This design comes from an exercise in tuning for a short achievable clock period on the open sky130 flow, not from production work. Function not checked in this run: the RTL went through the layout flow alone. No activity file was given, so power comes from the tool's default toggle rates.

`run.sh`:
```
#!/bin/bash
# synth_recipe.tcl (not shown) runs the flow's synth.tcl, then flattens the netlist and writes it again
# the make line also repeats each setting of config.mk as NAME=value (left out here)
make -C /OpenROAD-flow-scripts/flow DESIGN_CONFIG=/design/flow/config.mk WORK_HOME=/design/flow/orfs CLKGATE_MAP_FILE= SYNTH_SCRIPT=/design/flow/synth_recipe.tcl finish
```
`config.mk`:
```
export PLATFORM = sky130hd
export DESIGN_NAME = mips_pipeline
export DESIGN_NICKNAME = mips_pipeline
export VERILOG_FILES = /design/flow/design.v
export SDC_FILE = /design/flow/constraint.sdc
export NUM_CORES = 4
export LEC_CHECK = 0
export CAP_MARGIN = 20
export CORE_MARGIN = 2
export CORE_UTILIZATION = 40
export SLEW_MARGIN = 20
```
`constraint.sdc`:
```
create_clock -name core_clock -period 5.0 [get_ports {clk}]
set_input_delay 1.0000 -clock core_clock [delete_from_list [all_inputs] [get_ports {clk}]]
set_output_delay 1.0000 -clock core_clock [all_outputs]
set_load 0.01 [all_outputs]
```
`design.v`:
```
package mips_pkg;
  typedef logic [31:0] word_t;
  typedef logic [4:0]  reg_addr_t;
  typedef logic [3:0]  alu_op_t;
  typedef logic [5:0]  opcode_t;
  typedef logic [5:0]  funct_t;
  typedef logic [5:0]  mem_addr_t;
  localparam int mem_depth = 64;
  localparam opcode_t op_rtype = 6'd0;
  localparam opcode_t op_lw    = 6'd35;
  localparam opcode_t op_sw    = 6'd43;
  localparam funct_t fn_add = 6'h20;
  localparam funct_t fn_sub = 6'h22;
  localparam funct_t fn_and = 6'h24;
  localparam funct_t fn_or  = 6'h25;
  localparam funct_t fn_nor = 6'h27;
  localparam funct_t fn_slt = 6'h2a;
  localparam alu_op_t alu_and = 4'd0;
  localparam alu_op_t alu_or  = 4'd1;
  localparam alu_op_t alu_add = 4'd2;
  localparam alu_op_t alu_sub = 4'd6;
  localparam alu_op_t alu_slt = 4'd7;
  localparam alu_op_t alu_nor = 4'd12;
  typedef union packed {
    struct packed {
      opcode_t   op;
      reg_addr_t rs;
      reg_addr_t rt;
      reg_addr_t rd;
      logic [4:0] shamt;
      funct_t    funct;
    } r;
    struct packed {
      opcode_t     op;
      reg_addr_t   rs;
      reg_addr_t   rt;
      logic [15:0] imm;
    } i;
  } instr_t;
endpackage
`timescale 1ns/1ps
module fetch_stage (
  input  logic                clk,
  input  logic                clr,
  input  logic                run,
  input  logic                load_we,
  input  logic                load_sel,
  input  mips_pkg::mem_addr_t load_addr,
  input  mips_pkg::word_t     load_data,
  output mips_pkg::word_t     pc,
  output mips_pkg::instr_t    d_inst
);
  mips_pkg::word_t     imem [mips_pkg::mem_depth];
  mips_pkg::mem_addr_t fetch_idx;
  mips_pkg::word_t     fetch_word;
  always_ff @(posedge clk or negedge clr) begin
    if (!clr) begin
      pc <= '0;
    end else if (run) begin
      pc <= pc + 32'd4;
    end
  end
  always_ff @(posedge clk) begin
    if (!run && load_we && !load_sel) begin
      imem[load_addr] <= load_data;
    end
  end
  assign fetch_idx  = pc[7:2];
  assign fetch_word = imem[fetch_idx];
  always_ff @(posedge clk or negedge clr) begin
    if (!clr) begin
      d_inst <= '0;
    end else if (run) begin
      d_inst <= fetch_word;
    end else begin
      d_inst <= '0;
    end
  end
endmodule
`timescale 1ns/1ps
module decode_stage (
  input  logic                clk,
  input  logic                clr,
  input  mips_pkg::instr_t    d_inst,
  input  logic                wb_we,
  input  mips_pkg::reg_addr_t wb_dest,
  input  mips_pkg::word_t     wb_data,
  output logic                e_wreg,
  output logic                e_m2reg,
  output logic                e_wmem,
  output logic                e_aluimm,
  output mips_pkg::alu_op_t   e_aluc,
  output mips_pkg::reg_addr_t e_dest,
  output mips_pkg::word_t     e_qa,
  output mips_pkg::word_t     e_qb,
  output mips_pkg::word_t     e_imm
);
  logic                wreg;
  logic                m2reg;
  logic                wmem;
  logic                aluimm;
  mips_pkg::alu_op_t   aluc;
  mips_pkg::reg_addr_t dest;
  mips_pkg::word_t     imm32;
  mips_pkg::word_t     qa;
  mips_pkg::word_t     qb;
  mips_pkg::word_t     regs [32];
  always_comb begin
    wreg   = 1'b0;
    m2reg  = 1'b0;
    wmem   = 1'b0;
    aluimm = 1'b0;
    aluc   = mips_pkg::alu_add;
    dest   = '0;
    case (d_inst.r.op)
      mips_pkg::op_rtype: begin
        dest = d_inst.r.rd;
        wreg = 1'b1;
        case (d_inst.r.funct)
          mips_pkg::fn_add: aluc = mips_pkg::alu_add;
          mips_pkg::fn_sub: aluc = mips_pkg::alu_sub;
          mips_pkg::fn_and: aluc = mips_pkg::alu_and;
          mips_pkg::fn_or:  aluc = mips_pkg::alu_or;
          mips_pkg::fn_slt: aluc = mips_pkg::alu_slt;
          mips_pkg::fn_nor: aluc = mips_pkg::alu_nor;
          default: begin
            wreg = 1'b0;
            dest = '0;
          end
        endcase
      end
      mips_pkg::op_lw: begin
        wreg   = 1'b1;
        m2reg  = 1'b1;
        aluimm = 1'b1;
        dest   = d_inst.i.rt;
      end
      mips_pkg::op_sw: begin
        wmem   = 1'b1;
        aluimm = 1'b1;
      end
      default: ;
    endcase
  end
  assign imm32 = {{16{d_inst.i.imm[15]}}, d_inst.i.imm};
  assign qa = (d_inst.r.rs == 5'd0) ? 32'd0 :
              (wb_we && wb_dest == d_inst.r.rs) ? wb_data : regs[d_inst.r.rs];
  assign qb = (d_inst.r.rt == 5'd0) ? 32'd0 :
              (wb_we && wb_dest == d_inst.r.rt) ? wb_data : regs[d_inst.r.rt];
  always_ff @(posedge clk) begin
    if (wb_we && wb_dest != '0) begin
      regs[wb_dest] <= wb_data;
    end
  end
  always_ff @(posedge clk or negedge clr) begin
    if (!clr) begin
      e_wreg   <= 1'b0;
      e_m2reg  <= 1'b0;
      e_wmem   <= 1'b0;
      e_aluimm <= 1'b0;
      e_aluc   <= mips_pkg::alu_add;
      e_dest   <= '0;
    end else begin
      e_wreg   <= wreg;
      e_m2reg  <= m2reg;
      e_wmem   <= wmem;
      e_aluimm <= aluimm;
      e_aluc   <= aluc;
      e_dest   <= dest;
    end
  end
  always_ff @(posedge clk) begin
    e_qa  <= qa;
    e_qb  <= qb;
    e_imm <= imm32;
  end
endmodule
`timescale 1ns/1ps
module execute_stage (
  input  logic                clk,
  input  logic                clr,
  input  logic                e_wreg,
  input  logic                e_m2reg,
  input  logic                e_wmem,
  input  logic                e_aluimm,
  input  mips_pkg::alu_op_t   e_aluc,
  input  mips_pkg::reg_addr_t e_dest,
  input  mips_pkg::word_t     e_qa,
  input  mips_pkg::word_t     e_qb,
  input  mips_pkg::word_t     e_imm,
  output logic                m_wreg,
  output logic                m_m2reg,
  output logic                m_wmem,
  output mips_pkg::reg_addr_t m_dest,
  output mips_pkg::word_t     m_result,
  output mips_pkg::word_t     m_qb
);
  mips_pkg::word_t opb;
  mips_pkg::word_t alu_out;
  assign opb = e_aluimm ? e_imm : e_qb;
  always_comb begin
    case (e_aluc)
      mips_pkg::alu_and: alu_out = e_qa & opb;
      mips_pkg::alu_or:  alu_out = e_qa | opb;
      mips_pkg::alu_add: alu_out = e_qa + opb;
      mips_pkg::alu_sub: alu_out = e_qa - opb;
      mips_pkg::alu_slt: alu_out = ($signed(e_qa) < $signed(opb)) ? 32'd1 : 32'd0;
      mips_pkg::alu_nor: alu_out = ~(e_qa | opb);
      default:           alu_out = '0;
    endcase
  end
  always_ff @(posedge clk or negedge clr) begin
    if (!clr) begin
      m_wreg  <= 1'b0;
      m_m2reg <= 1'b0;
      m_wmem  <= 1'b0;
      m_dest  <= '0;
    end else begin
      m_wreg  <= e_wreg;
      m_m2reg <= e_m2reg;
      m_wmem  <= e_wmem;
      m_dest  <= e_dest;
    end
  end
  always_ff @(posedge clk) begin
    m_result <= alu_out;
    m_qb     <= e_qb;
  end
endmodule
`timescale 1ns/1ps
module memory_stage (
  input  logic                clk,
  input  logic                clr,
  input  logic                run,
  input  logic                load_we,
  input  logic                load_sel,
  input  mips_pkg::mem_addr_t load_addr,
  input  mips_pkg::word_t     load_data,
  input  logic                m_wreg,
  input  logic                m_m2reg,
  input  logic                m_wmem,
  input  mips_pkg::reg_addr_t m_dest,
  input  mips_pkg::word_t     m_result,
  input  mips_pkg::word_t     m_qb,
  output logic                wb_we,
  output mips_pkg::reg_addr_t wb_dest,
  output mips_pkg::word_t     wb_data
);
  mips_pkg::word_t     dmem [mips_pkg::mem_depth];
  mips_pkg::mem_addr_t dmem_idx;
  mips_pkg::word_t     mem_word;
  assign dmem_idx = m_result[7:2];
  assign mem_word = dmem[dmem_idx];
  always_ff @(posedge clk) begin
    if (run && m_wmem) begin
      dmem[dmem_idx] <= m_qb;
    end else if (!run && load_we && load_sel) begin
      dmem[load_addr] <= load_data;
    end
  end
  always_ff @(posedge clk or negedge clr) begin
    if (!clr) begin
      wb_we   <= 1'b0;
      wb_dest <= '0;
    end else begin
      wb_we   <= m_wreg;
      wb_dest <= m_dest;
    end
  end
  always_ff @(posedge clk) begin
    wb_data <= m_m2reg ? mem_word : m_result;
  end
endmodule
`timescale 1ns/1ps
module mips_pipeline (
  input  logic                clk,
  input  logic                clr,
  input  logic                run,
  input  logic                load_we,
  input  logic                load_sel,
  input  mips_pkg::mem_addr_t load_addr,
  input  mips_pkg::word_t     load_data,
  output mips_pkg::word_t     pc,
  output logic                wb_we,
  output mips_pkg::reg_addr_t wb_dest,
  output mips_pkg::word_t     wb_data
);
  mips_pkg::instr_t    d_inst;
  logic                e_wreg;
  logic                e_m2reg;
  logic                e_wmem;
  logic                e_aluimm;
  mips_pkg::alu_op_t   e_aluc;
  mips_pkg::reg_addr_t e_dest;
  mips_pkg::word_t     e_qa;
  mips_pkg::word_t     e_qb;
  mips_pkg::word_t     e_imm;
  logic                m_wreg;
  logic                m_m2reg;
  logic                m_wmem;
  mips_pkg::reg_addr_t m_dest;
  mips_pkg::word_t     m_result;
  mips_pkg::word_t     m_qb;
  fetch_stage fetch_stage_inst (
    .clk, .clr, .run, .load_we, .load_sel, .load_addr, .load_data,
    .pc, .d_inst
  );
  decode_stage decode_stage_inst (
    .clk, .clr, .d_inst, .wb_we, .wb_dest, .wb_data,
    .e_wreg, .e_m2reg, .e_wmem, .e_aluimm, .e_aluc, .e_dest, .e_qa, .e_qb, .e_imm
  );
  execute_stage execute_stage_inst (
    .clk, .clr,
    .e_wreg, .e_m2reg, .e_wmem, .e_aluimm, .e_aluc, .e_dest, .e_qa, .e_qb, .e_imm,
    .m_wreg, .m_m2reg, .m_wmem, .m_dest, .m_result, .m_qb
  );
  memory_stage memory_stage_inst (
    .clk, .clr, .run, .load_we, .load_sel, .load_addr, .load_data,
    .m_wreg, .m_m2reg, .m_wmem, .m_dest, .m_result, .m_qb,
    .wb_we, .wb_dest, .wb_data
  );
endmodule
```
==> notes.md <==
cell usage after synthesis, drive strengths merged, types with 10 or more instances:
| cell | n | area (um^2) |
|---|---|---|
| nor2b | 18 | 112.6 |
| nor2 | 375 | 1408 |
| nand2b | 26 | 162.7 |
| xor2 | 16 | 140.1 |
| a31oi | 10 | 62.56 |
| and3 | 15 | 93.84 |
| a211oi | 64 | 480.5 |
| buf | 218 | 996.0 |
| nand4 | 13 | 81.33 |
| o22ai | 35 | 219.0 |
| o211ai | 19 | 142.6 |
| nor3 | 18 | 90.09 |
| xnor2 | 51 | 446.7 |
| and2 | 34 | 212.7 |
| nand2 | 182 | 683.2 |
| inv | 106 | 397.9 |
| a221oi | 53 | 464.2 |
| a21oi | 135 | 675.7 |
| dfrtp | 88 | 2202 |
| o21bai | 21 | 157.7 |
| clkbuf | 348 | 1306 |
| or2 | 11 | 68.82 |
| nand3b | 13 | 97.59 |
| mux2i | 148 | 1481 |
| o31ai | 12 | 90.09 |
| or3 | 16 | 100.1 |
| mux2 | 59 | 664.4 |
| a221o | 11 | 110.1 |
| nand3 | 27 | 135.1 |
| ha | 109 | 1364 |
| a21o | 11 | 82.58 |
| o221ai | 16 | 140.1 |
| dfxtp | 176 | 3523 |
| o21ai | 57 | 285.3 |
| edfxtp | 5120 | 153700 |
| mux4 | 1900 | 42790 |
power by group:
group / total (mW) / internal [mW] / switching (mW)
logic: 47.4 / 20.3 / 27.2
clock network: 40.8 / 23.4 / 17.4
registers: 56.4 / 54.0 / 2.35
registers in the layout (all words and copies together), names as in the netlist, 4 cells and up:
signal and flops:
decode_stage_inst.regs 1024, fetch_stage_inst.d_inst 32, fetch_stage_inst.pc 30, decode_stage_inst.e_dest 5, execute_stage_inst.m_result 32, decode_stage_inst.e_qa 32, decode_stage_inst.e_aluc 4, memory_stage_inst.wb_dest 5
execute_stage_inst.m_dest 5, memory_stage_inst.dmem 2048, memory_stage_inst.wb_data 32, decode_stage_inst.e_qb 32, fetch_stage_inst.imem 2048, execute_stage_inst.m_qb 32, decode_stage_inst.e_imm 16
stage by stage:
stage	instance area, um^2	power (mW)	hold slack [ns]	std cells	util
after floorplan	216100	85.22	0.3242	9649	-
after global placement	230800	104.3	0.3358	16903	0.4297
after detailed placement	230800	104.9	0.3371	16903	0.4297
after CTS	248700	145.5	0.2668	17916	0.4630
after global routing	248800	149.4	0.3063	17930	0.4631
final	248800	144.5	0.3411	17943	0.4632
layout make-up:
type	count	share of cell area
sequential	5385	0.6413
multi-input combinational	3590	0.2220
clock buffer	726	0.06156
tap	7181	0.03611
timing repair buffer	641	0.02680
clock inverter	286	0.01032
inverter	108	0.001659
antenna	26	0.0002615
cell families after synthesis:
group | Yosys count | synth area share
flops | 5385 | 0.7385
simple gates | 772 | 0.01591
buf+inv | 674 | 0.01254
compound gates | 499 | 0.01570
mux | 2107 | 0.2081
other cells | 1 | 0.00001736
fa+ha+maj | 111 | 0.006500
xor+xnor | 67 | 0.002717
worst max-delay path by stage:
stage | start | endpoint | slack [ns] | depth (start not counted)
floorplan | run | memory_stage_inst.dmem[0][0] | 0.94 | 6
global placement | load_addr[0] | fetch_stage_inst.imem[22][17] | 0.34 | 6
detailed placement | load_addr[0] | fetch_stage_inst.imem[23][17] | 0.34 | 6
CTS | decode_stage_inst.e_aluimm | execute_stage_inst.m_result[30] | 0.62 | 13
global route | decode_stage_inst.e_aluimm | execute_stage_inst.m_result[30] | 0.36 | 13
finish | decode_stage_inst.e_aluimm | execute_stage_inst.m_result[30] | 0.44 | 13
critical path, cell delays in order, from the launching register on:
cell,delay [ns]
dfrtp_1,0.36
buf_4,0.33
mux2i_1,0.38
ha_1,0.38
and3b_1,0.26
a211oi_1,0.53
o31a_1,0.37
o311ai_0,0.26
buf_4,0.25
a31oi_1,0.45
o31ai_1,0.25
a41oi_1,0.28
o2111a_1,0.21
nor2_1,0.05
routing by layer:
| metal | vias to the layer above | share of wire |
|---|---|---|
| met5 | - | 0.00036 |
| met4 | 16 | 0.029 |
| met3 | 845 | 0.085 |
| met2 | 5194 | 0.48 |
| met1 | 58832 | 0.41 |
| li1 | 42471 | - |
what timing repair did:
action | CTS | global route
hold buffers | 1 | 0
gates resized for setup | 0 | 0
hold endpoints to repair | 52 | 0
==> results.cfg <==
[sta]
setup_viol = 0
finalMaxSlewViolations = 0
period_share = 0.9126
setup_ws_ns = 0.4370
fin_skew_ns = 0.09159
period_needed_ns = 4.563
tightest_slew_ns = 1.138
fmax_mhz = 219.2
hold_viol = 0
tns_ns = 0
rsz0062_at_grt = false
slew_headroom = 0.2395

[finish]
nets = 10443
register_area_um2 = 159600
syn2layout_area_growth_pct = 15.21
multiInputGateArea_um2 = 55230
drive_gt1_frac = 0.3306
layout_common_cells = edfxtp_1 (5120), mux4_2 (1900), clkbuf_16 (581)
final_common_cell = edfxtp_1
n_fill_cell = 43924

[synthesis]
netlist_area_um2 = 216000
ys_types = 73
yosysWarnings = 4
ys_ff_latch = 5385
synth_ff_type = edfxtp_1
ys_seq_area_frac = 0.7385
async_reset_ff_frac = 0.01653
avgSynthCellArea_um2 = 22.46
synth_enable_flop_cells = 5120
netlist_instances = 9616

[setup_path]
r2r-start = decode_stage_inst.e_aluimm
rrSetupSlack_ns = 0.44
worstReg2RegEnd = execute_stage_inst.m_result[30]
worstSetupPathType = reg -> reg
crit_fanout = 16
worstSetupEndpointType = flop
worstPathRequired_ns = 5.91
worstPathArrival_ns = 5.47
critPathLaunchType = flop
rr_worst_depth = 13

[global_routing]
grt_max_degree = 91
grt_use_met3 = 0.03818
grt_usage = 0.2163
first_global_vias = 109242
gr-usage-met2 = 0.3438
top_usage_layer = met2
grt_overflow_total = 0
grt_antenna_before_repair = 79
grt_pass1_wl_mm = 845.2
grtUsageMet1 = 0.3096

[pwr]
power-per-cell-area_nw_per_um2 = 580.9
leakagePower_nw = 77.62
vdd_ir_drop_max_uv = 451.6

[worst_hold_path]
worstHoldPathCells = 0
min_delay_worst_endpoint = execute_stage_inst.m_qb[10]
hold_path.class = reg -> reg
min_from = decode_stage_inst.e_qb[10]

[clocking]
cts_tree = yes
root_buffer = clkbuf_16
cts_made_buffers = 563
clockBufferDepth = 4
cts_setup_buffers = 0
cts.clk_slew.worst_paths_ns = 0.06
clock_sinks = 5385
clk_latency_ns = 1.08
htree_num_levels = 6

[placed_design]
gp_congestion = 0.8748
pre_cts_ws_ns = 0.3374
io_buffer_count = 110
dpl.hpwl_mm = 369.0

[detailed_routing]
vias = 107358
wirelength_mm = 601.9
drc = 0
drt-vias-per-instance = 5.983
dr.pass1.iters = 6
routedWlPerCell_um = 33.54
ant_nets = 0
drtIter0Drc = 14157

[floorplan]
initial_core_util = 0.4020
rows = 269
fp.dieH_um = 738.8
coreArea_um2 = 537200
io_pins = 113
die_w_um = 738.8
die_area_um2 = 545800

[run]
maxCapViolCount = 0

[run_status]
status = finished clean

-- afterwards: timing with drivers on the ports --
In the flow no input, the clock included, has a driving cell. The finished layout below was timed again as built, in two steps.
Step 1 assumes that a clkbuf_16 drives the clock port and a buf_2 every other input.
Step 2 adds t to the input delays and takes it off the output delays; t is the mean of the earliest and latest rising clock arrival at the registers after step 1. Input paths then give back, and output paths get back, about the clock's delay inside the block.
a / b / c = ideal ports / drivers / drivers and shift; a / b = the first two.
t, ns: 1.157
slack for setup (ns): 0.437 / 0.437 / -0.164
clock arrival spread, ns: 0.099 / 0.098
worst data-port slew with drivers (ns): 0.29
cell pins on the clock port's net: 1
Met with ideal ports but missed after step 2: setup timing in this run. The setup slack of this run moves by 0.000 ns with the drivers and by -0.601 ns with both steps.
